Source: an optimization exercise on an open RTL-to-GDS flow (aim: small area). Production flows keep margins and buffers that such runs may drop.
The RTL was checked by simulation tests, not by an equivalence proof against the original design.
The clock port is modelled as an ideal driver; clocking choices that lean on that would not hold on a real chip.
Power figures rest on the tool's default switching activity, not on a simulated workload.

==> flow/design.v <==
package shell_glue_pkg;
   localparam int NUM_DDR   = 4;       
   localparam int DDR_A_BIT = 0;
   localparam int DDR_B_BIT = 1;
   localparam int DDR_C_BIT = 2;       
   localparam int DDR_D_BIT = 3;
   localparam int NUM_STAT_CH      = 3;
   localparam int STAT_PIPE_STAGES = 8;    
   localparam int RST_PIPE_STAGES  = 4;    
   localparam int STAT_ADDR_W = 8;
   localparam int STAT_DATA_W = 32;
   localparam int STAT_INT_W  = 8;
   localparam int HOST_ID_W = 6;
   localparam int CORE_ID_W = 16;
   localparam int ID_PAD_W  = CORE_ID_W - HOST_ID_W;    
   typedef struct packed {
      logic                   wr;       
      logic                   rd;       
      logic [STAT_ADDR_W-1:0] addr;     
      logic [STAT_DATA_W-1:0] wdata;    
   } stat_req_t;
   typedef struct packed {
      logic                   ack;      
      logic [STAT_INT_W-1:0]  intr;     
      logic [STAT_DATA_W-1:0] rdata;    
   } stat_rsp_t;
   localparam int STAT_REQ_W = 2 + STAT_ADDR_W + STAT_DATA_W;
   localparam int STAT_RSP_W = 1 + STAT_INT_W + STAT_DATA_W;
endpackage
`timescale 1ns/1ps
import shell_glue_pkg::*;
module lib_pipe
#(
   parameter int WIDTH  = 1,                  
   parameter int STAGES = RST_PIPE_STAGES     
)
(
   input  logic             clk_main_a0,
   input  logic [WIDTH-1:0] in_bus,
   output logic [WIDTH-1:0] out_bus
);
   logic [WIDTH-1:0] pipe_q [STAGES];    
   always_ff @(posedge clk_main_a0)
   begin
      pipe_q[0] <= in_bus;
      for (int i = 1; i < STAGES; i++)
      begin
         pipe_q[i] <= pipe_q[i-1];     
      end
   end
   assign out_bus = pipe_q[STAGES-1];
endmodule
`timescale 1ns/1ps
import shell_glue_pkg::*;
module rst_sync_tree
(
   input  logic clk_main_a0,
   input  logic sync_rst_n,      
   output logic local_rst_n,     
   output logic ddr_rst_n,       
   output logic core_rst_n,      
   output logic stat_ok          
);
   logic pre_sync_rst_n;         
   always_ff @(posedge clk_main_a0 or negedge sync_rst_n)
   begin
      if (!sync_rst_n)
      begin
         pre_sync_rst_n <= 1'b0;
         local_rst_n    <= 1'b0;
      end
      else
      begin
         pre_sync_rst_n <= 1'b1;
         local_rst_n    <= pre_sync_rst_n;
      end
   end
   logic [1:0] jc_q;             
   logic       ddr_q;            
   logic       stat_q;           
   logic       wrap;             
   assign wrap = jc_q[1] & ~jc_q[0];
   always_ff @(posedge clk_main_a0 or negedge local_rst_n)
   begin
      if (!local_rst_n)
      begin
         jc_q   <= 2'b00;
         ddr_q  <= 1'b0;
         stat_q <= 1'b0;
      end
      else
      begin
         jc_q   <= {jc_q[0], ~jc_q[1]};
         ddr_q  <= ddr_q | wrap;
         stat_q <= stat_q | (ddr_q & wrap);
      end
   end
   assign ddr_rst_n  = ddr_q;
   assign core_rst_n = ddr_q;
   assign stat_ok    = stat_q;
endmodule
`timescale 1ns/1ps
import shell_glue_pkg::*;
module flr_ready_monitor
(
   input  logic                   clk_main_a0,
   input  logic                   local_rst_n,
   input  logic                   flr_assert,      
   output logic                   flr_done,        
   input  logic [NUM_STAT_CH-1:0] ctrl_ready,      
   input  logic                   ddr_c_ready,     
   output logic [NUM_DDR-1:0]     ddr_ready
);
   logic flr_assert_q;       
   logic ddr_c_ready_q;      
   always_ff @(posedge clk_main_a0 or negedge local_rst_n)
   begin
      if (!local_rst_n)
      begin
         flr_assert_q <= 1'b0;
         flr_done     <= 1'b0;
      end
      else
      begin
         flr_assert_q <= flr_assert;
         flr_done     <= flr_assert_q && !flr_done;
      end
   end
   always_ff @(posedge clk_main_a0 or negedge local_rst_n)
   begin
      if (!local_rst_n)
         ddr_c_ready_q <= 1'b0;
      else
         ddr_c_ready_q <= ddr_c_ready;     
   end
   assign ddr_ready[DDR_A_BIT] = ctrl_ready[0];
   assign ddr_ready[DDR_B_BIT] = ctrl_ready[1];
   assign ddr_ready[DDR_C_BIT] = ddr_c_ready_q;
   assign ddr_ready[DDR_D_BIT] = ctrl_ready[2];
endmodule
`timescale 1ns/1ps
import shell_glue_pkg::*;
module ddr_stat_bridge
(
   input  logic      clk_main_a0,
   input  logic      stat_ok,
   input  logic [NUM_STAT_CH*STAT_REQ_W-1:0] stat_req_in,
   output logic [NUM_STAT_CH*STAT_REQ_W-1:0] stat_req_out,
   input  logic [NUM_STAT_CH*STAT_RSP_W-1:0] stat_rsp_in,
   output logic [NUM_STAT_CH*STAT_RSP_W-1:0] stat_rsp_out
);
   localparam int REQ_W = STAT_REQ_W;    
   localparam int RSP_W = STAT_RSP_W;    
   localparam int REQ_PAY_W = STAT_ADDR_W + STAT_DATA_W;    
   localparam int RSP_PAY_W = STAT_DATA_W;                  
   for (genvar ch = 0; ch < NUM_STAT_CH; ch++)
   begin : g_stat_ch
      logic [REQ_W-1:0] req_flat;        
      logic [RSP_W-1:0] rsp_flat;        
      lib_pipe #(
         .WIDTH  (REQ_W),
         .STAGES (STAT_PIPE_STAGES)
      ) req_pipe (
         .clk_main_a0 (clk_main_a0),
         .in_bus      (stat_req_in[ch*REQ_W +: REQ_W]),
         .out_bus     (req_flat)
      );
      lib_pipe #(
         .WIDTH  (RSP_W),
         .STAGES (STAT_PIPE_STAGES)
      ) rsp_pipe (
         .clk_main_a0 (clk_main_a0),
         .in_bus      (stat_rsp_in[ch*RSP_W +: RSP_W]),
         .out_bus     (rsp_flat)
      );
      assign stat_req_out[ch*REQ_W + REQ_PAY_W +: 2] =
         req_flat[REQ_PAY_W +: 2] & {2{stat_ok}};
      assign stat_req_out[ch*REQ_W +: REQ_PAY_W] = req_flat[REQ_PAY_W-1:0];
      assign stat_rsp_out[ch*RSP_W + RSP_PAY_W +: RSP_W-RSP_PAY_W] =
         rsp_flat[RSP_PAY_W +: RSP_W-RSP_PAY_W] & {(RSP_W-RSP_PAY_W){stat_ok}};
      assign stat_rsp_out[ch*RSP_W +: RSP_PAY_W] = rsp_flat[RSP_PAY_W-1:0];
   end
endmodule
`timescale 1ns/1ps
import shell_glue_pkg::*;
module cl_shell_top
(
   input  logic                   clk_main_a0,
   input  logic                   sync_rst_n,        
   output logic                   ddr_rst_n,         
   output logic                   core_rst_n,        
   input  logic                   flr_assert,
   output logic                   flr_done,
   input  logic [NUM_STAT_CH-1:0] ctrl_ready,        
   input  logic                   ddr_c_ready,       
   output logic [NUM_DDR-1:0]     ddr_ready,
   input  logic [NUM_STAT_CH*STAT_REQ_W-1:0] stat_req_in,
   output logic [NUM_STAT_CH*STAT_REQ_W-1:0] stat_req_out,
   input  logic [NUM_STAT_CH*STAT_RSP_W-1:0] stat_rsp_in,
   output logic [NUM_STAT_CH*STAT_RSP_W-1:0] stat_rsp_out,
   input  logic [HOST_ID_W-1:0]   host_awid,
   input  logic [HOST_ID_W-1:0]   host_arid,
   output logic [HOST_ID_W-1:0]   host_bid,
   output logic [HOST_ID_W-1:0]   host_rid,
   output logic [CORE_ID_W-1:0]   core_awid,
   output logic [CORE_ID_W-1:0]   core_arid,
   input  logic [CORE_ID_W-1:0]   core_bid,
   input  logic [CORE_ID_W-1:0]   core_rid
);
   logic local_rst_n;      
   logic stat_ok;          
   rst_sync_tree rst_tree (
      .clk_main_a0 (clk_main_a0),
      .sync_rst_n  (sync_rst_n),
      .local_rst_n (local_rst_n),
      .ddr_rst_n   (ddr_rst_n),
      .core_rst_n  (core_rst_n),
      .stat_ok     (stat_ok)
   );
   flr_ready_monitor status_mon (
      .clk_main_a0 (clk_main_a0),
      .local_rst_n (local_rst_n),
      .flr_assert  (flr_assert),
      .flr_done    (flr_done),
      .ctrl_ready  (ctrl_ready),
      .ddr_c_ready (ddr_c_ready),
      .ddr_ready   (ddr_ready)
   );
   ddr_stat_bridge stat_bridge (
      .clk_main_a0  (clk_main_a0),
      .stat_ok      (stat_ok),
      .stat_req_in  (stat_req_in),
      .stat_req_out (stat_req_out),
      .stat_rsp_in  (stat_rsp_in),
      .stat_rsp_out (stat_rsp_out)
   );
   assign core_awid = {{ID_PAD_W{1'b0}}, host_awid};
   assign core_arid = {{ID_PAD_W{1'b0}}, host_arid};
   assign host_bid  = core_bid[HOST_ID_W-1:0];
   assign host_rid  = core_rid[HOST_ID_W-1:0];
endmodule
clock: 5.0 ns
lec_check: 0
cap_margin: 20
core_margin: 2
core_utilization: 70
place_density: 0.85
slew_margin: 20
standard.sh (not shown) runs the stock make flow with config.mk's settings and CLKGATE_MAP_FILE= SYNTH_SCRIPT=/design/flow/synth_recipe.tcl, a recipe that flattens the netlist after the stock synthesis.
==> flow/flow/run.sh <==
#!/bin/bash
# Standard ORFS layout with a smaller port buffer and a leaner clock tree.
# make's full output goes to make.log; each ORFS step logs under orfs/logs.
set -o pipefail
bash standard.sh BUFFER_PORTS_ARGS='-buffer_cell sky130_fd_sc_hd__buf_1' CTS_ARGS='-sink_clustering_enable -repair_clock_nets -dont_use_dummy_load -buf_list {sky130_fd_sc_hd__buf_6} -sink_clustering_size 19 -sink_clustering_max_diameter 55' finish > make.log 2>&1
The starting point finished with timing, DRC and antenna clean.
Edit:
==> flow/flow/run.sh (replaced) <==
#!/bin/bash
# Standard ORFS layout with a smaller port buffer and a leaner clock tree.
# make's full output goes to make.log; each ORFS step logs under orfs/logs.
set -o pipefail
bash standard.sh BUFFER_PORTS_ARGS='-buffer_cell sky130_fd_sc_hd__buf_1' CTS_ARGS='-sink_clustering_enable -repair_clock_nets -dont_use_dummy_load -buf_list {sky130_fd_sc_hd__buf_4} -sink_clustering_size 14 -sink_clustering_max_diameter 45' finish > make.log 2>&1
Worst hold slack hardly moves.
Sequential share of layout area came out higher by 0.13 points.
Area after synthesis does not change.
Die area stays the same.
Cell count came out higher slightly.
Wire length decreases by a few percent.
Total power is lower slightly.
Fmax shrinks by a few percent.
Synthesized cell count is unchanged.
Edit:
==> flow/flow/run.sh (replaced) <==
#!/bin/bash
# Standard ORFS layout with a smaller port buffer and a leaner clock tree:
# TritonCTS builds the tree from clkbuf_8 without dummy loads, then
# flow/post_cts.tcl sizes each leaf buffer to the smallest clkbuf that meets
# a clock-pin slew target. make's full output goes to make.log; each ORFS
# step logs under orfs/logs.
set -o pipefail
W=$(pwd)
bash standard.sh LEAF_SLEW_TARGET=0.118 POST_CTS_TCL="$W/flow/post_cts.tcl" BUFFER_PORTS_ARGS='-buffer_cell sky130_fd_sc_hd__buf_1' CTS_ARGS='-sink_clustering_enable -repair_clock_nets -dont_use_dummy_load -buf_list {sky130_fd_sc_hd__clkbuf_8} -sink_clustering_size 22 -sink_clustering_max_diameter 60' finish > make.log 2>&1
==> flow/flow/post_cts.tcl (new file) <==
set leaf_sizes {sky130_fd_sc_hd__clkbuf_4 sky130_fd_sc_hd__clkbuf_8 sky130_fd_sc_hd__clkbuf_16}
set leaf_target $::env(LEAF_SLEW_TARGET)
estimate_parasitics -placement
proc leaf_worst_slew { net } {
  set w 0.0
  foreach pin [get_pins -of_objects $net -filter "direction==input"] {
    foreach e {rise fall} {
      set s [get_property $pin slew_max_$e]
      if {$s > $w} { set w $s }
    }
  }
  return $w
}
set n_changed 0
foreach net [get_nets clknet_leaf_*] {
  set drv [lindex [get_pins -of_objects $net -filter "direction==output"] 0]
  set inst [get_cells -of_objects $drv]
  set old [get_property $inst ref_name]
  set chosen ""
  foreach size $leaf_sizes {
    replace_cell $inst $size
    set w [leaf_worst_slew $net]
    if {$w < $leaf_target} { set chosen $size; break }
  }
  if {$chosen eq ""} { set chosen [lindex $leaf_sizes end] }
  if {$chosen ne $old} { incr n_changed }
  puts "LEAF [get_full_name $inst] $old -> $chosen [format %.4f $w]"
}
puts "LEAF resized $n_changed leaf buffers"
detailed_placement
check_placement -verbose
estimate_parasitics -placement
What happened: Design area is higher by 0.63%. Core utilization rose by 0.47 points. Global-route usage grows by 0.11 points. Fmax rose by 4.6%. Non-clock buffer count goes down by 1. Area after synthesis is unchanged. Die area is unchanged. Cell count goes down by 1.9%.
Edit:
==> flow/flow/run.sh (replaced) <==
#!/bin/bash
# Standard ORFS layout with a smaller port buffer and a leaner clock tree.
# make's full output goes to make.log; each ORFS step logs under orfs/logs.
set -o pipefail
bash standard.sh BUFFER_PORTS_ARGS='-buffer_cell sky130_fd_sc_hd__buf_1' RECOVER_POWER=100 CTS_ARGS='-sink_clustering_enable -repair_clock_nets -dont_use_dummy_load -buf_list {sky130_fd_sc_hd__clkbuf_16} -sink_clustering_size 36 -sink_clustering_max_diameter 50' finish > make.log 2>&1
- CORE_UTILIZATION: 70 -> 60
- PLACE_DENSITY: 0.85 -> default
removed: flow/flow/post_cts.tcl
Outcome: Global-route usage came out lower by 4.2 points; via count came out lower by 0.73%; sequential share of layout area goes down by 3.1 points; core utilization came out lower by 8.2 points; worst setup slack hardly moves; count of clock-buffer cells in the layout climbs by 17; area after synthesis is unchanged; cell area came out higher by 3.6%.
Edit:
==> flow/flow/run.sh (replaced) <==
#!/bin/bash
# Standard ORFS layout with a smaller port buffer and a leaner clock tree.
# make's full output goes to make.log; each ORFS step logs under orfs/logs.
set -o pipefail
bash standard.sh BUFFER_PORTS_ARGS='-buffer_cell sky130_fd_sc_hd__buf_1' CTS_ARGS='-sink_clustering_enable -repair_clock_nets -dont_use_dummy_load -buf_list {sky130_fd_sc_hd__clkbuf_8} -sink_clustering_size 22 -sink_clustering_max_diameter 60' finish > make.log 2>&1
- CORE_UTILIZATION: 60 -> 70
- PLACE_DENSITY: default -> 0.85
Outcome: Cell count decreases by 4.7%. Fmax increases by 0.35%. Non-clock buffer count does not change. Clock power decreases by 31%. Wire length increases by 13%. Worst hold slack got worse by 16 ps. Global-route usage increases by 4.0 points. Power decreases by 10%. Critical path depth does not change.

-- afterwards: timing with drivers on the ports --
In the flow no input, the clock included, has a driving cell. The finished layouts below were timed again as built, in two steps. Step 1, drivers: a clkbuf_16 drives clk_main_a0 and a buf_2 each remaining input, both assumed. Step 2, shift: input delay + t, output delay - t, t = (earliest + latest rising clock arrival at the registers) / 2. This alone moves slack from input paths to output paths. a / b / c = no drivers / after step 1 / after step 2; a / b = the first two.
run	t (ns)	setup WS [ns]	worst slew at a driven data input, ns	pins driven straight from the clock port
the first run	0.713	2.036 / 1.978 / 2.691	0.11	1
the second run	0.866	1.843 / 1.786 / 2.652	0.11	1
the third run	0.739	1.981 / 1.920 / 2.659	0.11	1
the fourth run	0.713	1.979 / 1.916 / 2.628	0.11	1
the fifth run	0.737	1.989 / 1.929 / 2.666	0.11	1
After both steps every run listed still meets setup and hold.
